Context: an optimization exercise on an open-source flow, tuned for a short achievable clock period and few clock cycles. The choices shown serve that exercise and are no tape-out recipe.
Function was checked by simulation only, so behaviour that the tests miss may differ from the original.
Power and IR drop assume default switching activity.

==> flow/config.mk <==
export PLATFORM = sky130hd
export DESIGN_NAME = pipelineTop
export DESIGN_NICKNAME = pipelineTop
export VERILOG_FILES = /design/flow/design.v
export SDC_FILE = /design/flow/constraint.sdc
export NUM_CORES = 4
export LEC_CHECK = 0
export CAP_MARGIN = 20
export CORE_MARGIN = 2
export CORE_UTILIZATION = 60
export CTS_CLUSTER_DIAMETER = 100
export CTS_CLUSTER_SIZE = 24
export HOLD_SLACK_MARGIN = 0.05
export SETUP_SLACK_MARGIN = 2.0
export SLEW_MARGIN = 20
==> flow/constraint.sdc <==
create_clock -name core_clock -period 3.6 [get_ports {CLK}]
set_input_delay 0.7200 -clock core_clock [delete_from_list [all_inputs] [get_ports {CLK}]]
set_output_delay 0.7200 -clock core_clock [all_outputs]
set_load 0.01 [all_outputs]
==> flow/design.v <==
package pipePkg;
	localparam int DATA_WIDTH = 16;
	localparam int REG_COUNT = 16;
	localparam int IMEM_DEPTH = 64;
	localparam int INSTR_WIDTH = 32;
	localparam int REG_ID_WIDTH = $clog2(REG_COUNT);
	localparam int PC_WIDTH = $clog2(IMEM_DEPTH);
	localparam int MOV_BIT = 31;
	localparam int SUB3_BIT = 30;
	localparam int ADD4_BIT = 29;
	localparam int ADD1_BIT = 28;
	localparam int DST_LSB = 4;
	localparam int SRC_LSB = 0;
	localparam int SKIP_WINDOW = 4;
	typedef logic [DATA_WIDTH-1:0] dataT;
	typedef logic [REG_ID_WIDTH-1:0] regIdT;
	typedef logic [REG_COUNT-1:0] regMaskT;
	typedef logic [PC_WIDTH-1:0] pcT;
	typedef logic [INSTR_WIDTH-1:0] instrT;
	typedef struct packed {
		logic sub;
		logic add;
		regIdT src;
		regIdT dst;
	} opT;
	localparam int OP_WIDTH = 2 + 2 * REG_ID_WIDTH;
endpackage
`timescale 1ns/1ns
module fetchStage (
	input logic CLK,
	input logic RSTB,
	input logic imemWrite,
	input pipePkg::pcT imemAddr,
	input pipePkg::instrT imemData,
	input logic run,
	input logic xValid,
	input pipePkg::regIdT xDst,
	input logic xSub,
	input logic xAdd,
	output logic fValid,
	output pipePkg::opT fOp,
	output pipePkg::regMaskT fSrc1h,
	output logic fMatch1,
	output logic fFromB,
	output logic fFromX,
	output logic fFromF,
	output logic [3:0][1:0] fNumAdd,
	output logic [3:0][1:0] fNumSub
);
	localparam int N = pipePkg::IMEM_DEPTH;
	localparam int K = pipePkg::SKIP_WINDOW;
	logic [N-1:0] valid;
	logic [N-1:0][pipePkg::OP_WIDTH-1:0] mem;
	pipePkg::opT newOp;
	assign newOp.sub = imemData[pipePkg::SUB3_BIT] | imemData[pipePkg::ADD1_BIT];
	assign newOp.add = imemData[pipePkg::ADD4_BIT] | imemData[pipePkg::ADD1_BIT];
	assign newOp.src = imemData[pipePkg::SRC_LSB +: pipePkg::REG_ID_WIDTH];
	assign newOp.dst = imemData[pipePkg::DST_LSB +: pipePkg::REG_ID_WIDTH];
	always_ff @(posedge CLK)
	begin
		for (int i = 0; i < N; i++)
		begin
			if (imemWrite && (imemAddr == pipePkg::pcT'(i)))
			begin
				valid[i] <= |imemData[pipePkg::ADD1_BIT +: 4];
				mem[i] <= newOp;
			end
		end
	end
	logic [N-1:0] pc;
	logic [N-1:0] pick;
	logic [N-1:0] pickNext;
	logic [N-1:0] pcNext;
	for (genvar i = 0; i < N; i++)
	begin : g_pick
		logic [K:0] clear;
		logic [K-1:0] hit;
		assign clear[0] = 1'b1;
		for (genvar m = 1; m <= K; m++)
		begin : g_clear
			assign clear[m] = clear[m-1] & ~valid[(i - m + N) % N];
		end
		for (genvar m = 0; m < K; m++)
		begin : g_hit
			assign hit[m] = pc[(i - m + N) % N] & clear[m];
		end
		assign pickNext[i] = valid[i] & (|hit);
		assign pcNext[i] = pickNext[(i - 1 + N) % N] | (pc[(i - K + N) % N] & clear[K]);
	end
	localparam int P = 2 * K;
	logic [P-1:0] preValid;
	logic [P:0] preStart;
	logic [P:0] prePick0;
	logic [P:0] preAfter0;
	logic [P:0] prePick1;
	logic [P:0] preAfter1;
	logic preAny0;
	pipePkg::opT preWord;
	logic stale;
	logic reload;
	assign preValid = valid[P-1:0];
	assign reload = !run || stale;
	function automatic logic [2*(P+1)-1:0] preStep(input logic [P:0] at, input logic [P-1:0] v);
		logic [P:0] picked;
		logic [P:0] after;
		logic clr;
		logic hit;
		picked = '0;
		after = '0;
		for (int i = 0; i < P; i++)
		begin
			hit = 1'b0;
			clr = 1'b1;
			for (int m = 0; m < K; m++)
			begin
				if (i - m >= 0)
					hit = hit | (at[i - m] & clr);
				if (i - m - 1 >= 0)
					clr = clr & ~v[i - m - 1];
			end
			picked[i] = v[i] & hit;
		end
		for (int i = 1; i <= P; i++)
		begin
			clr = 1'b1;
			for (int m = 1; m <= K; m++)
				if (i - m >= 0)
					clr = clr & ~v[i - m];
			after[i] = picked[i - 1] | ((i - K >= 0) ? (at[i - K] & clr) : 1'b0);
		end
		preStep = {picked, after};
	endfunction
	assign preStart = (P+1)'(1);
	assign {prePick0, preAfter0} = preStep(preStart, preValid);
	assign {prePick1, preAfter1} = preStep(preAfter0, preValid);
	assign preAny0 = |prePick0;
	always_comb
	begin
		preWord = '0;
		for (int i = 0; i < K; i++)
			preWord |= mem[i] & {pipePkg::OP_WIDTH{prePick0[i]}};
	end
	always_ff @(posedge CLK or negedge RSTB)
	begin
		if (!RSTB)
		begin
			pc <= N'(1);
			pick <= '0;
			stale <= 1'b0;
		end
		else
		begin
			if (reload)
			begin
				pc <= N'(preAfter1);
				pick <= N'(prePick1);
			end
			else
			begin
				pc <= pcNext;
				pick <= pickNext;
			end
			stale <= imemWrite && (imemAddr < pipePkg::pcT'(P));
		end
	end
	localparam int G = 8;
	localparam int SRC_LSB = pipePkg::REG_ID_WIDTH;
	logic [N/G-1:0][pipePkg::OP_WIDTH-1:0] grpWord;
	logic [N/G-1:0][pipePkg::OP_WIDTH-1:0] grpOp;
	logic [N/G-1:0] grpValid;
	pipePkg::opT word;
	always_comb
	begin
		for (int g = 0; g < N / G; g++)
		begin
			grpWord[g] = '0;
			for (int i = g * G; i < (g + 1) * G; i++)
				grpWord[g] |= mem[i] & {pipePkg::OP_WIDTH{pick[i]}};
		end
	end
	always_comb
	begin
		word = '0;
		for (int g = 0; g < N / G; g++)
			word |= grpOp[g];
	end
	logic match1;
	logic match2;
	always_comb
	begin
		match1 = 1'b0;
		match2 = 1'b0;
		for (int g = 0; g < N / G; g++)
		begin
			match1 |= grpValid[g] && (grpOp[g][SRC_LSB +: pipePkg::REG_ID_WIDTH] == fOp.dst);
			match2 |= grpValid[g] && (grpOp[g][SRC_LSB +: pipePkg::REG_ID_WIDTH] == xDst);
		end
		match1 &= fValid;
		match2 &= xValid;
	end
	always_ff @(posedge CLK or negedge RSTB)
	begin
		if (!RSTB)
		begin
			grpValid <= '0;
			fValid <= 1'b0;
		end
		else
		begin
			for (int g = 0; g < N / G; g++)
				grpValid[g] <= |pick[g * G +: G];
			if (reload)
				grpValid[0] <= preAny0;
			fValid <= run && !stale && (|grpValid);
		end
	end
	always_ff @(posedge CLK)
	begin
		grpOp <= grpWord;
		if (reload)
			grpOp[0] <= preWord;
		fOp <= word;
		fSrc1h <= pipePkg::regMaskT'(1) << word.src;
		fMatch1 <= match1;
		fFromB <= match1 ? fMatch1 : match2;
		fFromX <= match1 && !fMatch1;
		fFromF <= !match1 && !match2;
		fNumAdd[0] <= 2'(word.add);
		fNumAdd[1] <= 2'(word.add) + 2'(fOp.add);
		fNumAdd[2] <= 2'(word.add) + 2'(xAdd);
		fNumAdd[3] <= 2'(word.add) + 2'(fOp.add) + 2'(xAdd);
		fNumSub[0] <= 2'(word.sub);
		fNumSub[1] <= 2'(word.sub) + 2'(fOp.sub);
		fNumSub[2] <= 2'(word.sub) + 2'(xSub);
		fNumSub[3] <= 2'(word.sub) + 2'(fOp.sub) + 2'(xSub);
	end
endmodule
`timescale 1ns/1ns
module decodeStage (
	input logic fMatch1,
	input logic fFromB,
	input logic fFromX,
	input logic fFromF,
	input pipePkg::regMaskT fSrc1h,
	input logic [3:0][1:0] fNumAdd,
	input logic [3:0][1:0] fNumSub,
	input pipePkg::regMaskT xSrc1h,
	input pipePkg::regMaskT bSrc1h,
	input logic [pipePkg::REG_COUNT-1:0][pipePkg::DATA_WIDTH-1:0] regs,
	output pipePkg::dataT operand,
	output logic [1:0] numAdd,
	output logic [1:0] numSub
);
	pipePkg::dataT readB;
	pipePkg::dataT readX;
	pipePkg::dataT readF;
	always_comb
	begin
		readB = '0;
		readX = '0;
		readF = '0;
		for (int r = 0; r < pipePkg::REG_COUNT; r++)
		begin
			readB |= regs[r] & {pipePkg::DATA_WIDTH{bSrc1h[r]}};
			readX |= regs[r] & {pipePkg::DATA_WIDTH{xSrc1h[r]}};
			readF |= regs[r] & {pipePkg::DATA_WIDTH{fSrc1h[r]}};
		end
	end
	assign operand = (readB & {pipePkg::DATA_WIDTH{fFromB}})
		| (readX & {pipePkg::DATA_WIDTH{fFromX}})
		| (readF & {pipePkg::DATA_WIDTH{fFromF}});
	assign numAdd = fNumAdd[{fFromB, fMatch1}];
	assign numSub = fNumSub[{fFromB, fMatch1}];
endmodule
`timescale 1ns/1ns
module ex1Stage (
	input logic CLK,
	input logic RSTB,
	input logic fValid,
	input pipePkg::opT fOp,
	input pipePkg::regMaskT fSrc1h,
	input pipePkg::dataT operand,
	input logic [1:0] numAdd,
	input logic [1:0] numSub,
	output logic xValid,
	output logic xSub,
	output logic xAdd,
	output pipePkg::regMaskT xSrc1h,
	output pipePkg::regIdT xDst,
	output pipePkg::dataT xOperand,
	output logic [4:0] xConst
);
	logic [4:0] chainConst;
	always_comb
	begin
		case ({numAdd, numSub})
			4'h0: chainConst = 5'd0;
			4'h1: chainConst = 5'd29;
			4'h2: chainConst = 5'd26;
			4'h3: chainConst = 5'd23;
			4'h4: chainConst = 5'd4;
			4'h5: chainConst = 5'd1;
			4'h6: chainConst = 5'd30;
			4'h7: chainConst = 5'd27;
			4'h8: chainConst = 5'd8;
			4'h9: chainConst = 5'd5;
			4'ha: chainConst = 5'd2;
			4'hb: chainConst = 5'd31;
			4'hc: chainConst = 5'd12;
			4'hd: chainConst = 5'd9;
			4'he: chainConst = 5'd6;
			default: chainConst = 5'd3;
		endcase
	end
	always_ff @(posedge CLK or negedge RSTB)
	begin
		if (!RSTB)
			xValid <= 1'b0;
		else
			xValid <= fValid;
	end
	always_ff @(posedge CLK)
	begin
		xSub <= fOp.sub;
		xAdd <= fOp.add;
		xSrc1h <= fSrc1h;
		xDst <= fOp.dst;
		xOperand <= operand;
		xConst <= chainConst;
	end
endmodule
`timescale 1ns/1ns
module ex2Stage (
	input logic CLK,
	input logic RSTB,
	input logic xValid,
	input pipePkg::regMaskT xSrc1h,
	input pipePkg::regIdT xDst,
	input pipePkg::dataT xOperand,
	input logic [4:0] xConst,
	output pipePkg::regMaskT bSrc1h,
	output logic [pipePkg::REG_COUNT-1:0][pipePkg::DATA_WIDTH-1:0] regs,
	output logic wbWrite,
	output pipePkg::regIdT wbDst,
	output pipePkg::dataT wbData
);
	localparam int W = pipePkg::DATA_WIDTH;
	logic bValid;
	pipePkg::regIdT bDst;
	pipePkg::regMaskT bWrite1h;
	logic [3:0] bLow;
	logic [W-5:0] bHigh;
	logic [W-5:0] bHighUp;
	logic [W-5:0] bHighDown;
	logic bUp;
	logic bDown;
	logic [4:0] lowSum;
	logic [W-5:0] high;
	pipePkg::dataT result;
	assign lowSum = 5'(xOperand[3:0]) + 5'(xConst[3:0]);
	always_ff @(posedge CLK or negedge RSTB)
	begin
		if (!RSTB)
		begin
			bValid <= 1'b0;
			bWrite1h <= '0;
		end
		else
		begin
			bValid <= xValid;
			bWrite1h <= xValid ? (pipePkg::regMaskT'(1) << xDst) : '0;
		end
	end
	always_ff @(posedge CLK)
	begin
		bDst <= xDst;
		bSrc1h <= xSrc1h;
		bLow <= lowSum[3:0];
		bHigh <= xOperand[W-1:4];
		bHighUp <= xOperand[W-1:4] + 1'b1;
		bHighDown <= xOperand[W-1:4] - 1'b1;
		bUp <= lowSum[4] & ~xConst[4];
		bDown <= ~lowSum[4] & xConst[4];
	end
	always_comb
	begin
		if (bUp)
			high = bHighUp;
		else if (bDown)
			high = bHighDown;
		else
			high = bHigh;
	end
	assign result = {high, bLow};
	always_ff @(posedge CLK or negedge RSTB)
	begin
		if (!RSTB)
		begin
			for (int r = 0; r < pipePkg::REG_COUNT; r++)
				regs[r] <= '0;
		end
		else
		begin
			for (int r = 0; r < pipePkg::REG_COUNT; r++)
				if (bWrite1h[r])
					regs[r] <= result;
		end
	end
	always_ff @(posedge CLK or negedge RSTB)
	begin
		if (!RSTB)
			wbWrite <= 1'b0;
		else
			wbWrite <= bValid;
	end
	always_ff @(posedge CLK)
	begin
		wbDst <= bDst;
		wbData <= result;
	end
endmodule
`timescale 1ns/1ns
module pipelineTop (
	input logic CLK,
	input logic RSTB,
	input logic imemWrite,
	input logic [5:0] imemAddr,
	input logic [31:0] imemData,
	input logic run,
	output logic wbWrite,
	output logic [3:0] wbDst,
	output logic [15:0] wbData
);
	logic fValid;
	pipePkg::opT fOp;
	pipePkg::regMaskT fSrc1h;
	logic fMatch1;
	logic fFromB;
	logic fFromX;
	logic fFromF;
	logic [3:0][1:0] fNumAdd;
	logic [3:0][1:0] fNumSub;
	pipePkg::dataT operand;
	logic [1:0] numAdd;
	logic [1:0] numSub;
	logic xValid;
	logic xSub;
	logic xAdd;
	pipePkg::regMaskT xSrc1h;
	pipePkg::regIdT xDst;
	pipePkg::dataT xOperand;
	logic [4:0] xConst;
	pipePkg::regMaskT bSrc1h;
	logic [pipePkg::REG_COUNT-1:0][pipePkg::DATA_WIDTH-1:0] regs;
	fetchStage i_fetchStage (
		.CLK(CLK),
		.RSTB(RSTB),
		.imemWrite(imemWrite),
		.imemAddr(imemAddr),
		.imemData(imemData),
		.run(run),
		.xValid(xValid),
		.xDst(xDst),
		.xSub(xSub),
		.xAdd(xAdd),
		.fValid(fValid),
		.fOp(fOp),
		.fSrc1h(fSrc1h),
		.fMatch1(fMatch1),
		.fFromB(fFromB),
		.fFromX(fFromX),
		.fFromF(fFromF),
		.fNumAdd(fNumAdd),
		.fNumSub(fNumSub)
	);
	decodeStage i_decodeStage (
		.fMatch1(fMatch1),
		.fFromB(fFromB),
		.fFromX(fFromX),
		.fFromF(fFromF),
		.fSrc1h(fSrc1h),
		.fNumAdd(fNumAdd),
		.fNumSub(fNumSub),
		.xSrc1h(xSrc1h),
		.bSrc1h(bSrc1h),
		.regs(regs),
		.operand(operand),
		.numAdd(numAdd),
		.numSub(numSub)
	);
	ex1Stage i_ex1Stage (
		.CLK(CLK),
		.RSTB(RSTB),
		.fValid(fValid),
		.fOp(fOp),
		.fSrc1h(fSrc1h),
		.operand(operand),
		.numAdd(numAdd),
		.numSub(numSub),
		.xValid(xValid),
		.xSub(xSub),
		.xAdd(xAdd),
		.xSrc1h(xSrc1h),
		.xDst(xDst),
		.xOperand(xOperand),
		.xConst(xConst)
	);
	ex2Stage i_ex2Stage (
		.CLK(CLK),
		.RSTB(RSTB),
		.xValid(xValid),
		.xSrc1h(xSrc1h),
		.xDst(xDst),
		.xOperand(xOperand),
		.xConst(xConst),
		.bSrc1h(bSrc1h),
		.regs(regs),
		.wbWrite(wbWrite),
		.wbDst(wbDst),
		.wbData(wbData)
	);
endmodule
==> flow/run.sh <==
#!/bin/bash
# synth_recipe.tcl (not shown) runs the flow's synth.tcl, then flattens the netlist and writes it again
# the make line also repeats each setting of config.mk as NAME=value (left out here)
make -C /OpenROAD-flow-scripts/flow DESIGN_CONFIG=/design/flow/config.mk WORK_HOME=/design/flow/orfs CLKGATE_MAP_FILE= SYNTH_SCRIPT=/design/flow/synth_recipe.tcl finish
==> results of run 1 <==
[cell families (layout without fill, tap and decap cells)]
group	Yosys count	in the layout	synth area share, %
AND/OR/NAND/NOR	650	662	6.088
buffers and inverters	317	573	2.428
other	0	4	0
XOR/XNOR	87	87	1.469
multiplexers	257	257	5.555
adder cells (fa/ha/maj)	18	18	0.4731
flip-flops	1359	1359	69.36
AO/OA/AOI/OAI	1024	1024	14.63
[synth_stat cells (all sizes together), types with 3 or more instances]
master  count
inv        61
nand3b     19
ha         15
a221oi    108
nand2b      7
xnor2      30
dfxtp     242
a31o        8
a22oi     532
nor3       34
o211a      14
a21oi      78
nor4b       4
o21bai     16
nor2      207
a211oi     23
a221o      10
buf        32
nand2      90
dfrtp     412
and3        6
and2        8
xor2       57
o31ai       3
nand4      92
fa          3
mux2i      12
a41o       25
o21a       12
nand3     108
or2         3
mux2      243
a21o        3
nor4       49
clkbuf    224
o21ai      78
edfxtp    704
a22o       87
nor2b      19
a31oi      20
[power by group through the flow]
stage	Combinational, mW	Sequential, mW	Clock [mW]
floorplan	2.35	18.9	0
global placement	3.28	19.6	0
detailed placement	3.43	19.7	0
CTS	3.70	19.3	8.58
global route	4.26	19.6	9.14
finish	3.99	19.5	8.52
[path summary, 6_finish.rpt]
check / slack, ns / cells past startpoint / from / end
max: 1.68 / 1 / i_ex2Stage.wbWrite / wbWrite
min: 0.36 / 0 / i_ex2Stage.bValid / i_ex2Stage.wbWrite
max reg2reg: 1.78 / 8 / i_fetchStage.fOp[1] / i_fetchStage.fFromB
min reg2reg: 0.36 / 0 / i_ex2Stage.bValid / i_ex2Stage.wbWrite
max in group asynchronous: 2.16 / 3 / RSTB / i_fetchStage.pick[50]
min in group asynchronous: 0.51 / 2 / RSTB / i_ex2Stage.regs[127]
[flip-flops by register name, indices dropped and copies added, names as in the netlist, 11 cells and up]
signal / cells
i_ex1Stage.xSrc1h: 16
i_fetchStage.mem: 640
i_ex2Stage.bHigh: 12
i_fetchStage.grpOp: 80
i_ex2Stage.bHighDown: 11
i_ex2Stage.wbData: 16
i_ex1Stage.xOperand: 16
i_fetchStage.valid: 64
i_ex2Stage.regs: 256
i_ex2Stage.bSrc1h: 16
i_fetchStage.pick: 64
i_ex2Stage.bHighUp: 12
i_fetchStage.pc: 64
i_ex2Stage.bWrite1h: 16
i_fetchStage.fSrc1h: 16
[cells in the final DEF, fill, tap and decap left out, types with 27 or more instances in the layout]
master and count:
o21ai_1 31, edfxtp_1 704, a22o_1 87, clkbuf_1 45, a221oi_2 49, xor2_1 56, inv_1 56, nand4_1 92
dfxtp_4 51, nor4_1 40, a221oi_1 59, buf_6 63, a21oi_1 70, buf_4 213, mux2_2 242, nand2_1 71
nor3_1 31, dfrtp_1 406, xnor2_1 27, dfxtp_1 157, dfxtp_2 34, nand3_1 95, clkbuf_16 70, a22oi_1 532
nor2_1 133, nor2_4 59, buf_12 71
[metal layers]
| metal | global-route usage (%) | wire length [microns] |
|---|---|---|
| met2 | 59.71 | 80080 |
| met3 | 8.154 | 18320 |
| met5 | 0 | 34 |
| met4 | 20.25 | 11740 |
| met1 | 49.23 | 61520 |
[per-stage QoR]
stage | cell area (sq um) | util [%]
2_1_floorplan | 53270 | -
3_3_place_gp | 54870 | 63.35
3_5_place_dp | 54870 | 63.35
4_1_cts | 59730 | 68.96
5_1_grt | 60950 | 70.37
6_report | 60960 | 70.37
[layout make-up]
class / instances / area, sq um / share of cell area, %
inverter: 61 / 236.5 / 0.3879
antenna: 4 / 10.01 / 0.01642
timing repair buffer: 392 / 4259 / 6.987
sequential: 1359 / 36560 / 59.98
tap: 1155 / 1445 / 2.371
clock buffer: 114 / 1884 / 3.091
clock inverter: 6 / 71.32 / 0.1170
multi-input combinational: 2048 / 16490 / 27.05
[timing repair]
item,in CTS,in global routing
hold buffers,1,0
cloned,17,5
setup buffers,165,52
pin swaps,83,79
resized for setup,369,194
endpoints found under the hold margin,10,0
setup endpoints to repair,1229,651
==> reports/qor.yml, run 1 <==
cts_buffer_depth: 3
dpl.hpwl_microns: 101800
ys.warnings.count: 4
grt_pass1_vias: 35820
clock_latency_ns: 0.65
ys_types: 60
grt_max_degree: 108
path_clk_slew_ns: 0.09
outcome: "no timing/DRC/antenna violations"
syn_area_sq_um: 52370
wirelength_microns: 171700
fill_cells: 5703
yosys.area.top_type_share_pct: 40.37
avgSynthCellArea_sq_um: 14.11
pre_cts_slack_ns: 0.5836
slowest_delay_ns: 0.41
setup-violations-final: 0
drive_gt1_share_pct: 26.73
powerDensity_nw_per_um2: 524.7
grt_pass1_wl_microns: 246600
ant_nets: 0
synth-edff-count: 704
p_seq_share_pct: 60.9
synth.largest_area_cell: "edfxtp_1"
final_nets: 3988
path_class: "reg2out"
p_leak_nw: 23.41
hold_viol: 0
io_pins: 63
io_buffers: 42
ir_worst_vdd_mv: 0.6827
synthCells: 3712
worst_slack_ns: 1.681
die_w_microns: 299.4
rsz0062_at_grt: "yes"
swShare_pct: 27.52
max_freq_ghz: 0.5211
p_comb_share_pct: 12.5
routedWlPerCell_microns: 33.41
cp_data_arrival_time_ns: 1.20
crit_path_end_kind: "primary output"
grt_usage_pct: 37.71
fin_skew_ns: 0.02561
stdcell_count: 5139
ys_async_sr_fraction_pct: 30.39
post-route-period-util_pct: 53.31
path_cells: "buf_2"
rows: 108
yosysSeqAreaShare_pct: 69.36
core_area_sq_um: 86620
fin_tns_setup_ns: 0
cts_tree: "done"
cp_top_family: "flip-flops"
internal_power_mw: 23.18
yosys-top-cells-area: "edfxtp_1 40%, dfrtp_1 20%, dfxtp_1 9.3%"
cp_max_fo: 1
hold_path_class: "reg2reg"
crit_slowest_cell: "dfrtp_1"
min_period_ns: 1.919
htreeDepth: 3
synth-seq-cells: 1359
slew_violations: 0
die_h_microns: 299.4
areaGrowthSynthToFinish_pct: 16.40
synth_flop_cell: "edfxtp_1"
die-area_sq_um: 89660
cp_data_required_time_ns: 2.88
cap_violations: 0
start_util_pct: 60.46
power_mw: 31.98
place_inst: 4775
first_pass_iters: 15
antenna_found_initial: 9
cp_num_buf_inv: 1
clkSinkCount: 1359
cts-root-buf: "clkbuf_16"
drtIter0Drc: 4824
max-slew-margin-rel_pct: 41.12
place.gp.congestion: 1.008
avgViaCountPerCell: 7.127
syn_nets: 3772
startpoint_type: "flop"
via_count: 36630
timing.hold.ws_ns: 0.3637
numCtsBuffers: 66
drc: 0
p_switching_mw: 8.802
gr-total-overflow: 0
worstMarginPinSlew_ns: 0.8832
clockPowerShare_pct: 26.7
Testbench counts, summed over its fixed seeds: cycles 6,241.
==> inputs of run 2 (changes only) <==
==> flow/flow/run.sh (new file) <==
#!/bin/bash
# The standard layout, except that after placement each flip-flop that
# drives an output port is moved next to that port's buffer (see
# pull_outputs.tcl). Each tool's output goes to its own log here.
set -euo pipefail
R=orfs/results/$FLOW_PLATFORM/pipelineTop/base
bash standard.sh place > standard_place.log 2>&1
ODB_IN=$R/3_place.odb ODB_OUT=$R/3_place.odb \
	openroad -no_init -exit flow/pull_outputs.tcl > pull_outputs.log 2>&1
bash standard.sh > standard_finish.log 2>&1
==> flow/flow/pull_outputs.tcl (new file) <==
# Move each flip-flop that drives an output port, through the port's
# buffer, next to that buffer, then legalize the placement.
read_db $::env(ODB_IN)
set block [ord::get_db_block]
set moved 0
foreach bterm [$block getBTerms] {
  if {[$bterm getIoType] != "OUTPUT"} { continue }
  set net [$bterm getNet]
  set buf ""
  foreach it [$net getITerms] {
    if {[$it isOutputSignal]} { set buf [$it getInst] }
  }
  if {$buf == ""} { continue }
  set innet ""
  foreach it [$buf getITerms] {
    if {[$it isInputSignal]} { set innet [$it getNet] }
  }
  if {$innet == ""} { continue }
  set ff ""
  foreach it [$innet getITerms] {
    if {[$it isOutputSignal]} { set ff [$it getInst] }
  }
  if {$ff == ""} { continue }
  if {![[$ff getMaster] isSequential]} { continue }
  set bl [$buf getLocation]
  $ff setLocation [lindex $bl 0] [lindex $bl 1]
  incr moved
  puts "moved [$ff getName] next to [$buf getName] for [$bterm getName]"
}
puts "moved $moved flip-flops"
detailed_placement
check_placement -verbose
write_db $::env(ODB_OUT)
==> flow/standard.sh (new file) <==
#!/bin/bash
# synth_recipe.tcl (not shown) runs the flow's synth.tcl, then flattens the netlist and writes it again
# the make line also repeats each setting of config.mk as NAME=value (left out here)
make -C /OpenROAD-flow-scripts/flow DESIGN_CONFIG=/design/flow/config.mk WORK_HOME=/design/flow/orfs CLKGATE_MAP_FILE= SYNTH_SCRIPT=/design/flow/synth_recipe.tcl "${@:-finish}"
removed: flow/run.sh
==> run 2 against run 1 <==
Compared with the run above: maximum frequency is 3.2% higher; critical path type unchanged; sequential power is essentially flat; non-clock buffer count down 18; clock-buffer cell count unchanged; routed wire length down 0.84%; clock power is 1% lower.
==> reports/qor.yml, run 2 <==
slew_violations: 0  # unchanged
core_area_sq_um: 86620  # unchanged
die_w_microns: 299.4  # unchanged
outcome: "no timing/DRC/antenna violations"  # unchanged
final_nets: 3969  # was 3988
holdPathStages: 0  # unchanged
regToRegEndpoint: "i_fetchStage.fFromB"  # unchanged
numCtsBuffers: 66  # unchanged
cp_num_buf_inv: 1  # unchanged
drc: 0  # unchanged
drive_gt1_share_pct: 25.95  # was 26.73%
areaGrowthSynthToFinish_pct: 15.74  # was 16.40%
grt_pass1_wl_microns: 244200  # was 246600 microns
ant_nets: 0  # unchanged
largest_register_ffs: 640  # unchanged
fin_tns_setup_ns: 0  # unchanged
hold_path_class: "reg2reg"  # unchanged
slowest_delay_ns: 0.37  # was 0.41 ns
wl_met2_microns: 79080  # was 80080 microns
die-area_sq_um: 89660  # unchanged
synth.most_common_cell: "edfxtp_1"  # unchanged
min_from: "i_fetchStage.fValid"  # was i_ex2Stage.bValid
final_cell_mix: "704 x edfxtp_1, 532 x a22oi_1, 404 x dfrtp_1, 242 x mux2_2, 210 x buf_4"  # was 704 x edfxtp_1, 532 x a22oi_1, 406 x dfrtp_1, 242 x mux2_2, 213 x buf_4
grt_pass1_vias: 35500  # was 35.82k
path_cells: "buf_2"  # unchanged
wirelength_microns: 170200  # was 171700 microns
wl_met3_microns: 17850  # was 18320 microns
yosysSeqAreaShare_pct: 69.36  # unchanged
synth.largest_area_cell: "edfxtp_1"  # unchanged
htreeDepth: 3  # unchanged
r2r-start: "i_fetchStage.fOp[0]"  # was i_fetchStage.fOp[1]
drtIter0Drc: 5160  # was 4824
synth-seq-cells: 1359  # unchanged
cp_max_fo: 1  # unchanged
die_h_microns: 299.4  # unchanged
cap_violations: 0  # unchanged
syn_area_sq_um: 52370  # unchanged
yosys.area.top_type_share_pct: 40.37  # unchanged
place.gp.congestion: 1.008  # unchanged
rows: 108  # unchanged
antenna_found_initial: 6  # was 9
ys.warnings.count: 4  # unchanged
cp_data_arrival_time_ns: 1.14  # was 1.20 ns
cp_top_family: "flip-flops"  # unchanged
synth-edff-count: 704  # unchanged
grt_max_degree: 108  # unchanged
crit_path_end_kind: "primary output"  # unchanged
via_count: 36360  # was 36.63k
synthTopCellsByCount: "704 x edfxtp_1, 532 x a22oi_1, 412 x dfrtp_1"  # unchanged
hold_viol: 0  # unchanged
grt_usage_pct: 37.25  # was 37.71%
first_pass_iters: 7  # was 15
post-route-period-util_pct: 51.65  # was 53.31%
ys_async_sr_fraction_pct: 30.39  # unchanged
cts_buffer_depth: 3  # unchanged
startpoint_type: "flop"  # unchanged
p_leak_nw: 23.23  # was 23.41 nW
clock_latency_ns: 0.64  # was 0.65 ns
syn_nets: 3772  # unchanged
min_to: "i_ex1Stage.xValid"  # was i_ex2Stage.wbWrite
ir_worst_vdd_mv: 0.6781  # was 0.6827 mV
layout_commonest_cell: "edfxtp_1"  # unchanged
io_buffers: 42  # unchanged
cts-root-buf: "clkbuf_16"  # unchanged
wl_met1_microns: 61640  # was 61520 microns
gr-total-overflow: 0  # unchanged
dpl.hpwl_microns: 101800  # unchanged
rsz0062_at_grt: "yes"  # unchanged
reg_top3: "i_fetchStage.mem x640, i_ex2Stage.regs x256, i_fetchStage.grpOp x80"  # unchanged
ys_types: 60  # unchanged
worstMarginPinSlew_ns: 0.8523  # was 0.8832 ns
cts_tree: "done"  # unchanged
synthCells: 3712  # unchanged
cp_data_required_time_ns: 2.88  # about the same
max_freq_ghz: 0.5378  # was 0.5211 GHz
max-slew-margin-rel_pct: 43.18  # was 41.12%
routedWlPerCell_microns: 33.27  # was 33.41 microns
ff2ff_path_depth: 7  # was 8
min_period_ns: 1.860  # was 1.919 ns
path_class: "reg2out"  # unchanged
maxUsedRoutingLayer: "met5"  # unchanged
fill_cells: 5705  # was 5703
avgViaCountPerCell: 7.105  # was 7.127
rrSetupSlack_ns: 1.80  # was 1.78 ns
io_pins: 63  # unchanged
stdcell_count: 5117  # was 5139
clkSinkCount: 1359  # unchanged
synth_flop_cell: "edfxtp_1"  # unchanged
setup-violations-final: 0  # unchanged
avgSynthCellArea_sq_um: 14.11  # unchanged
crit_slowest_cell: "dfrtp_1"  # unchanged
fin_skew_ns: 0.02056  # was 0.02561 ns
path_clk_slew_ns: 0.10  # was 0.09 ns
place_inst: 4775  # unchanged
regMostFlops: "i_fetchStage.mem"  # unchanged
powerDensity_nw_per_um2: 525.4  # was 524.7 nW/um^2
start_util_pct: 60.46  # unchanged
yosys-top-cells-area: "edfxtp_1 40%, dfrtp_1 20%, dfxtp_1 9.3%"  # unchanged
run 2: cell counts after synthesis:
Identical to the previous run, type by type.
run 2: power breakdown:
group	total, mW	internal, mW	leakage [nW]	switching [mW]
logic	3.94	1.77	8.02	2.17
clock network	8.43	3.64	0.929	4.80
registers	19.5	17.7	14.3	1.76
total	31.8	23.1	23.2	8.73
run 2: layer usage:
metal | vias up | GRT usage (%)
met2 | 2571 | 59.23
li1 | 14910 | -
met5 | - | 0
met3 | 684 | 7.523
met1 | 18190 | 49.29
met4 | 8 | 18.79
run 2: per-stage QoR:
stage               setup slack, ns  total power, mW  cell area (sq um)  utilization, %  hold WS (ns)
global route                  1.688            32.90              60610           69.97        0.4120
detailed placement           0.5836            23.11              54870           63.35        0.3492
finish                        1.740            31.84              60610           69.97        0.3891
floorplan                     1.594            21.29              53270               -        0.3096
global placement             0.6402            22.93              54870           63.35        0.3372
CTS                           1.712            31.49              59510           68.70        0.3907
run 2: repair_timing:
action	CTS	global route
setup endpoints to repair	1270	677
hold endpoints to repair	10	0
setup buffers	165	35
resized for setup	339	181
gates cloned	13	7
pin swaps	89	61
hold buffers	1	0
run 2: logic make-up after synthesis:
kind of cell,Yosys count,share of synthesized area [%]
AOI/OAI and AO/OA,1024,14.63
xor gates and xnor gates,87,1.469
adders and majority gates,18,0.4731
buffers and inverters,317,2.428
DFF,1359,69.36
muxes,257,5.555
and+or+nand+nor,650,6.088
run 2: final cells by class:
class / instances / area (sq um) / area share [%]
sequential: 1359 / 36560 / 60.32
inverter: 61 / 236.5 / 0.3902
multi-input combinational: 2047 / 16400 / 27.07
clock inverter: 6 / 71.32 / 0.1177
clock buffer: 114 / 1874 / 3.092
tap: 1155 / 1445 / 2.384
antenna: 1 / 2.502 / 0.004129
timing repair buffer: 374 / 4014 / 6.622
run 2: worst max-delay path by stage:
stage                     depth (start not counted)                    end               start  slack, ns
final                                             1                wbWrite  i_ex2Stage.wbWrite       1.74
after global routing                              1                wbWrite  i_ex2Stage.wbWrite       1.69
after CTS                                         1                wbWrite  i_ex2Stage.wbWrite       1.71
after detailed placement                          3  i_fetchStage.mem[149]           imemWrite       0.58
after global placement                            4   i_fetchStage.mem[98]         imemAddr[0]       0.64
after floorplan                                   2  i_fetchStage.valid[0]        imemData[28]       1.59
==> inputs of run 3 (changes only) <==
--- a/flow/design.v
+++ b/flow/design.v
@@ -41,9 +41,7 @@
 	output pipePkg::opT fOp,
 	output pipePkg::regMaskT fSrc1h,
 	output logic fMatch1,
-	output logic fFromB,
-	output logic fFromX,
-	output logic fFromF,
+	output logic fMatch2,
 	output logic [3:0][1:0] fNumAdd,
 	output logic [3:0][1:0] fNumSub
 );
@@ -222,9 +220,7 @@
 		fOp <= word;
 		fSrc1h <= pipePkg::regMaskT'(1) << word.src;
 		fMatch1 <= match1;
-		fFromB <= match1 ? fMatch1 : match2;
-		fFromX <= match1 && !fMatch1;
-		fFromF <= !match1 && !match2;
+		fMatch2 <= match2;
 		fNumAdd[0] <= 2'(word.add);
 		fNumAdd[1] <= 2'(word.add) + 2'(fOp.add);
 		fNumAdd[2] <= 2'(word.add) + 2'(xAdd);
@@ -238,12 +234,11 @@
 `timescale 1ns/1ns
 module decodeStage (
 	input logic fMatch1,
-	input logic fFromB,
-	input logic fFromX,
-	input logic fFromF,
+	input logic fMatch2,
 	input pipePkg::regMaskT fSrc1h,
 	input logic [3:0][1:0] fNumAdd,
 	input logic [3:0][1:0] fNumSub,
+	input logic xChain,
 	input pipePkg::regMaskT xSrc1h,
 	input pipePkg::regMaskT bSrc1h,
 	input logic [pipePkg::REG_COUNT-1:0][pipePkg::DATA_WIDTH-1:0] regs,
@@ -251,6 +246,9 @@
 	output logic [1:0] numAdd,
 	output logic [1:0] numSub
 );
+	logic fromB;
+	logic fromX;
+	logic fromF;
 	pipePkg::dataT readB;
 	pipePkg::dataT readX;
 	pipePkg::dataT readF;
@@ -266,11 +264,14 @@
 			readF |= regs[r] & {pipePkg::DATA_WIDTH{fSrc1h[r]}};
 		end
 	end
-	assign operand = (readB & {pipePkg::DATA_WIDTH{fFromB}})
-		| (readX & {pipePkg::DATA_WIDTH{fFromX}})
-		| (readF & {pipePkg::DATA_WIDTH{fFromF}});
-	assign numAdd = fNumAdd[{fFromB, fMatch1}];
-	assign numSub = fNumSub[{fFromB, fMatch1}];
+	assign fromB = fMatch1 ? xChain : fMatch2;
+	assign fromX = fMatch1 && !xChain;
+	assign fromF = !fMatch1 && !fMatch2;
+	assign operand = (readB & {pipePkg::DATA_WIDTH{fromB}})
+		| (readX & {pipePkg::DATA_WIDTH{fromX}})
+		| (readF & {pipePkg::DATA_WIDTH{fromF}});
+	assign numAdd = fNumAdd[{fromB, fMatch1}];
+	assign numSub = fNumSub[{fromB, fMatch1}];
 endmodule
 `timescale 1ns/1ns
 module ex1Stage (
@@ -278,6 +279,7 @@
 	input logic RSTB,
 	input logic fValid,
 	input pipePkg::opT fOp,
+	input logic fMatch1,
 	input pipePkg::regMaskT fSrc1h,
 	input pipePkg::dataT operand,
 	input logic [1:0] numAdd,
@@ -287,6 +289,7 @@
 	output logic xAdd,
 	output pipePkg::regMaskT xSrc1h,
 	output pipePkg::regIdT xDst,
+	output logic xChain,
 	output pipePkg::dataT xOperand,
 	output logic [4:0] xConst
 );
@@ -325,6 +328,7 @@
 		xAdd <= fOp.add;
 		xSrc1h <= fSrc1h;
 		xDst <= fOp.dst;
+		xChain <= fMatch1;
 		xOperand <= operand;
 		xConst <= chainConst;
 	end
@@ -435,9 +439,7 @@
 	pipePkg::opT fOp;
 	pipePkg::regMaskT fSrc1h;
 	logic fMatch1;
-	logic fFromB;
-	logic fFromX;
-	logic fFromF;
+	logic fMatch2;
 	logic [3:0][1:0] fNumAdd;
 	logic [3:0][1:0] fNumSub;
 	pipePkg::dataT operand;
@@ -448,6 +450,7 @@
 	logic xAdd;
 	pipePkg::regMaskT xSrc1h;
 	pipePkg::regIdT xDst;
+	logic xChain;
 	pipePkg::dataT xOperand;
 	logic [4:0] xConst;
 	pipePkg::regMaskT bSrc1h;
@@ -467,20 +470,17 @@
 		.fOp(fOp),
 		.fSrc1h(fSrc1h),
 		.fMatch1(fMatch1),
-		.fFromB(fFromB),
-		.fFromX(fFromX),
-		.fFromF(fFromF),
+		.fMatch2(fMatch2),
 		.fNumAdd(fNumAdd),
 		.fNumSub(fNumSub)
 	);
 	decodeStage i_decodeStage (
 		.fMatch1(fMatch1),
-		.fFromB(fFromB),
-		.fFromX(fFromX),
-		.fFromF(fFromF),
+		.fMatch2(fMatch2),
 		.fSrc1h(fSrc1h),
 		.fNumAdd(fNumAdd),
 		.fNumSub(fNumSub),
+		.xChain(xChain),
 		.xSrc1h(xSrc1h),
 		.bSrc1h(bSrc1h),
 		.regs(regs),
@@ -493,6 +493,7 @@
 		.RSTB(RSTB),
 		.fValid(fValid),
 		.fOp(fOp),
+		.fMatch1(fMatch1),
 		.fSrc1h(fSrc1h),
 		.operand(operand),
 		.numAdd(numAdd),
@@ -502,6 +503,7 @@
 		.xAdd(xAdd),
 		.xSrc1h(xSrc1h),
 		.xDst(xDst),
+		.xChain(xChain),
 		.xOperand(xOperand),
 		.xConst(xConst)
 	);
==> run 3 against run 2 <==
Compared with the run above: sequential power decreased by 2%; clock-buffer cell count unchanged; via count increased by 0.79%; critical path depth unchanged; cell area increased by 1.2%; area after synthesis increased by 0.43%; die area increased by 0.43%; register-to-register slack improved by 0.03 ns; non-clock buffer count increased by 31; first-iteration DRC count increased by 3.9%; clock skew increased by 0.012 ns; largest cell class unchanged.
==> reports/qor.yml, run 3 <==
ys_async_sr_fraction_pct: 30.41  # was 30.39%
max-slew-margin-rel_pct: 30.09  # was 43.18%
avgViaCountPerCell: 7.151  # was 7.105
crit_path_end_kind: "primary output"  # unchanged
io_buffers: 42  # unchanged
slowest_delay_ns: 0.41  # was 0.37 ns
die_w_microns: 300.1  # was 299.4 microns
slew_violations: 0  # unchanged
powerDensity_nw_per_um2: 510.7  # was 525.4 nW/um^2
io_pins: 63  # unchanged
power_mw: 31.33  # was 31.84 mW
grt_pass1_wl_microns: 242800  # was 244200 microns
post-route-period-util_pct: 53.18  # was 51.65%
dpl.hpwl_microns: 101700  # was 101800 microns
p_comb_share_pct: 11.9  # was 12.4%
wirelength_microns: 170500  # was 170200 microns
cp_data_arrival_time_ns: 1.19  # was 1.14 ns
via_count: 36650  # was 36.36k
largest_register_ffs: 640  # unchanged
reg_top3: "i_fetchStage.mem x640, i_ex2Stage.regs x256, i_fetchStage.grpOp x80"  # unchanged
core_area_sq_um: 86750  # was 86620 sq um
avgSynthCellArea_sq_um: 14.24  # was 14.11 sq um
drtIter0Drc: 5360  # was 5160
rows: 108  # unchanged
ys_types: 66  # was 60
numCtsBuffers: 66  # unchanged
die_h_microns: 300.1  # was 299.4 microns
final_nets: 3976  # was 3969
cts-root-buf: "clkbuf_16"  # unchanged
fin_tns_setup_ns: 0  # unchanged
swShare_pct: 27.21  # was 27.41%
fin_skew_ns: 0.03211  # was 0.02056 ns
syn_nets: 3753  # was 3772
yosysSeqAreaShare_pct: 69.02  # was 69.36%
p_switching_mw: 8.523  # was 8.728 mW
final_cell_mix: "704 x edfxtp_1, 417 x a22oi_1, 405 x dfrtp_1, 242 x mux2_2, 223 x buf_4"  # was 704 x edfxtp_1, 532 x a22oi_1, 404 x dfrtp_1, 242 x mux2_2, 210 x buf_4
crit_slowest_cell: "dfrtp_1"  # unchanged
rsz0062_at_grt: "yes"  # unchanged
min_period_ns: 1.914  # was 1.860 ns
path_clk_slew_ns: 0.10  # about the same
path_class: "reg2out"  # unchanged
grt_max_degree: 81  # was 108
ys.warnings.count: 4  # unchanged
setup-violations-final: 0  # unchanged
synthCells: 3693  # was 3712
htreeDepth: 3  # unchanged
cp_data_required_time_ns: 2.88  # about the same
synthTopCellsByCount: "704 x edfxtp_1, 423 x a22oi_1, 412 x dfrtp_1"  # was 704 x edfxtp_1, 532 x a22oi_1, 412 x dfrtp_1
hold_viol: 0  # unchanged
synth.largest_area_cell: "edfxtp_1"  # unchanged
syn_area_sq_um: 52590  # was 52370 sq um
routedWlPerCell_microns: 33.26  # was 33.27 microns
areaGrowthSynthToFinish_pct: 16.63  # was 15.74%
die-area_sq_um: 90040  # was 89660 sq um
ir_worst_vdd_mv: 0.5277  # was 0.6781 mV
layout_commonest_cell: "edfxtp_1"  # unchanged
path_cells: "buf_6"  # was buf_2
cap_violations: 0  # unchanged
ant_nets: 0  # unchanged
synth_flop_cell: "edfxtp_1"  # unchanged
yosys.area.top_type_share_pct: 40.20  # was 40.37%
synth-seq-cells: 1358  # was 1359
antenna_found_initial: 3  # was 6
drc: 0  # unchanged
worstMarginPinSlew_ns: 1.049  # was 0.8523 ns
regMostFlops: "i_fetchStage.mem"  # unchanged
ctsHoldBuffers: 0  # was 1
p_seq_share_pct: 60.8  # was 61.1%
cts_buffer_depth: 3  # unchanged
drive_gt1_share_pct: 27.29  # was 25.95%
hold_path_class: "in2async"  # was reg2reg
first_pass_iters: 17  # was 7
synth-edff-count: 704  # unchanged
place.gp.congestion: 0.9805  # was 1.008
cp_num_buf_inv: 1  # unchanged
synth.most_common_cell: "edfxtp_1"  # unchanged
cp_max_fo: 1  # unchanged
max_freq_ghz: 0.5224  # was 0.5378 GHz
start_util_pct: 60.63  # was 60.46%
clockPowerShare_pct: 27.3  # was 26.5%
clock_latency_ns: 0.67  # was 0.64 ns
internal_power_mw: 22.80  # was 23.11 mW
startpoint_type: "flop"  # unchanged
outcome: "no timing/DRC/antenna violations"  # unchanged
grt_pass1_vias: 35450  # was 35.50k
p_leak_nw: 24.20  # was 23.23 nW
cp_top_family: "flip-flops"  # unchanged
cts_tree: "done"  # unchanged
grt_usage_pct: 37.13  # was 37.25%
yosys-top-cells-area: "edfxtp_1 40%, dfrtp_1 20%, dfxtp_1 9.2%"  # was edfxtp_1 40%, dfrtp_1 20%, dfxtp_1 9.3%
gr-total-overflow: 0  # unchanged
clkSinkCount: 1358  # was 1359
run 3: changes by cell type after synthesis, moves of 16 or more:
cell      previous run  this run
a221oi_1           108       170
clkbuf_1           224       205
o21ai_0             60        33
a22o_1              87       150
nor2b_1             19        35
nand3_1            108        35
a22oi_1            532       423
o211a_1             14        41
nand4_1             92       121
buf_2               20        42
run 3: final timing paths:
kind                                         start  slack [ns]  cells past startpoint               endpoint
max                             i_ex2Stage.wbWrite        1.69                      1                wbWrite
min                                           RSTB         0.1                      1   i_ex2Stage.regs[141]
max reg2reg                  i_fetchStage.valid[1]        1.83                      7     i_fetchStage.pc[6]
min reg2reg                i_fetchStage.fNumSub[0]        0.38                      0        i_ex1Stage.xSub
max in group asynchronous                     RSTB        2.60                      2    i_ex2Stage.regs[41]
min in group core_clock                imemData[1]        0.32                      1  i_fetchStage.mem[555]
run 3: what timing repair did:
action,CTS,global route
setup buffers,158,61
pin swaps,72,82
resized for setup,349,200
gates cloned,12,8
endpoints found under the setup margin,1166,459
run 3: cell families after synthesis:
logic type	after synthesis	share of synthesized area, %
adders and majority gates	18	0.4710
DFF	1358	69.02
muxes	259	5.517
AOI/OAI and AO/OA	1010	14.93
xor gates and xnor gates	87	1.449
and+or+nand+nor	630	6.076
buffers and inverters	331	2.534
run 3: power by group through the flow:
stage / registers (mW) / logic, mW / clock network (mW)
finish: 19.1 / 3.72 / 8.55
global placement: 19.2 / 3.10 / 0
global route: 19.2 / 3.93 / 9.17
floorplan: 18.6 / 2.18 / 0
detailed placement: 19.3 / 3.21 / 0
CTS: 18.9 / 3.43 / 8.59
run 3: final cells by class:
cell class                      count  area (sq um)
Multi-Input combinational cell   2012         16620
Clock buffer                      114          1853
Inverter                           73         286.5
Fill cell                        5644         25410
Sequential cell                  1358         36550
Timing Repair Buffer              405          4453
Tap cell                         1155          1445
Antenna cell                        1         2.502
Clock inverter                      7         130.1
run 3: routing by layer:
| metal | GRT usage, % | part of all wire, % | vias up | wire (microns) |
|---|---|---|---|---|
| met1 | 48.80 | 36 | 18320 | 61350 |
| li1 | - | - | 14950 | - |
| met5 | 0 | 0.023 | - | 39 |
| met4 | 20.39 | 7.1 | 6 | 12110 |
| met3 | 8.266 | 11 | 711 | 18560 |
| met2 | 58.00 | 46 | 2655 | 78410 |
run 3: stage by stage:
step                utilization, %  instance area, sq um  hold WS (ns)  cells  setup slack, ns
detailed placement           63.65                 55220        0.3451   4764           0.6361
global placement             63.64                 55210        0.3604   4764           0.6835
floorplan                        -                 53490        0.3096   3693            1.594
finish                       70.71                 61340       0.09534   5125            1.686
global route                 70.71                 61340        0.1093   5125            1.663
CTS                          68.93                 59800       0.09531   5055            1.663
Testbench counts of run 3, summed over its fixed seeds: cycles 6,241.
==> inputs of run 4 (changes only) <==
--- a/flow/flow/pull_outputs.tcl
+++ b/flow/flow/pull_outputs.tcl
@@ -1,5 +1,7 @@
 # Move each flip-flop that drives an output port, through the port's
-# buffer, next to that buffer, then legalize the placement.
+# buffer, next to that buffer, then legalize the placement. The pair is
+# then left as it is by later repairs: a larger port buffer would only
+# load the flip-flop more.
 read_db $::env(ODB_IN)
 set block [ord::get_db_block]
 set moved 0
@@ -24,6 +26,8 @@
   if {![[$ff getMaster] isSequential]} { continue }
   set bl [$buf getLocation]
   $ff setLocation [lindex $bl 0] [lindex $bl 1]
+  $ff setDoNotTouch 1
+  $buf setDoNotTouch 1
   incr moved
   puts "moved [$ff getName] next to [$buf getName] for [$bterm getName]"
 }
==> run 4 against run 3 <==
Compared with the run above: the run now fails in 4_1_cts; area after synthesis unchanged; synthesized cell count unchanged.
==> reports/qor.yml, run 4 <==
io_pins: 63  # unchanged
ys_types: 66  # unchanged
stop_stage: "4_1_cts"
synth.largest_area_cell: "edfxtp_1"  # unchanged
avgSynthCellArea_sq_um: 14.24  # unchanged
syn_nets: 3753  # unchanged
synth-edff-count: 704  # unchanged
placed_area_sq_um: 55220  # unchanged
ys.warnings.count: 4  # unchanged
syn_area_sq_um: 52590  # unchanged
yosys.area.top_type_share_pct: 40.20  # unchanged
clkSinkCount: 1358  # unchanged
io_buffers: 42  # unchanged
synth.most_common_cell: "edfxtp_1"  # unchanged
die_w_microns: 300.1  # unchanged
rows: 108  # unchanged
die_h_microns: 300.1  # unchanged
yosys-top-cells-area: "edfxtp_1 40%, dfrtp_1 20%, dfxtp_1 9.2%"  # unchanged
outcome: "stopped before the end"  # was no timing/DRC/antenna violations
synthTopCellsByCount: "704 x edfxtp_1, 423 x a22oi_1, 412 x dfrtp_1"  # unchanged
place.gp.congestion: 0.9805  # unchanged
error: "[ERROR ODB-0370] Attempt to disconnect term CLK of dont_touch instance i_ex2Stage.wbWrite$_DFF_PN0_"
synth-seq-cells: 1358  # unchanged
place_inst: 4764  # unchanged
ys_async_sr_fraction_pct: 30.41  # unchanged
synthCells: 3693  # unchanged
yosysSeqAreaShare_pct: 69.02  # unchanged
dpl.hpwl_microns: 101700  # unchanged
synth_flop_cell: "edfxtp_1"  # unchanged
start_util_pct: 60.63  # unchanged
run 4: power groups by stage:
stage          sequential [mW]  combinational (mW)  clock (mW)
2_1_floorplan             18.6                2.18           0
3_3_place_gp              19.2                3.10           0
3_5_place_dp              19.3                3.21           0
run 4: worst min path at each step:
stage                            start                  end  slack (ns)  cells after the start
3_5_place_dp         i_ex2Stage.bValid   i_ex2Stage.wbWrite        0.35                      0
3_3_place_gp   i_fetchStage.fNumSub[0]      i_ex1Stage.xSub        0.36                      0
2_1_floorplan       i_ex2Stage.bDst[0]  i_ex2Stage.wbDst[0]        0.31                      0
run 4: metrics by stage:
| stage | setup WS (ns) | util, % | hold slack [ns] |
|---|---|---|---|
| after global placement | 0.6835 | 63.64 | 0.3604 |
| after floorplan | 1.594 | - | 0.3096 |
| after detailed placement | 0.6361 | 63.65 | 0.3451 |
run 4: kinds of logic after synthesis:
family / synth area share (%)
compound gates: 14.93
xor+xnor: 1.449
fa+ha+maj: 0.4710
buf+inv: 2.534
flops: 69.02
mux: 5.517
simple gates: 6.076

-- separate check: timing with driven ports --
In the flow no input, the clock included, has a driving cell. The finished layouts below were timed again as built, in two steps.
Step 1, drivers: a clkbuf_16 drives CLK and a buf_2 each remaining input, both assumed.
Step 2 times the ports against the registers' clock, not the clock port: input delays grow and output delays shrink by t, the midpoint of the rising clock arrivals with the driver on.
Slacks: no drivers / after step 1 / after step 2; pairs: no drivers / after step 1.
run	t, ns	setup slack, ns	hold slack, ns	clock arrival spread, ns	worst data-port slew with drivers (ns)
run 1	0.715	1.681 / 1.607 / 1.239	0.364 / 0.364 / 0.364	0.028 / 0.028	0.08
run 2	0.700	1.740 / 1.673 / 1.246	0.389 / 0.389 / 0.389	0.024 / 0.024	0.07
run 3	0.735	1.686 / 1.610 / 1.246	0.095 / 0.075 / 0.377	0.036 / 0.036	0.06
After both steps setup and hold are still met in every run listed. For run 2, which loses most, drivers alone change the setup slack by -0.067 ns; drivers and shift together by -0.494 ns.
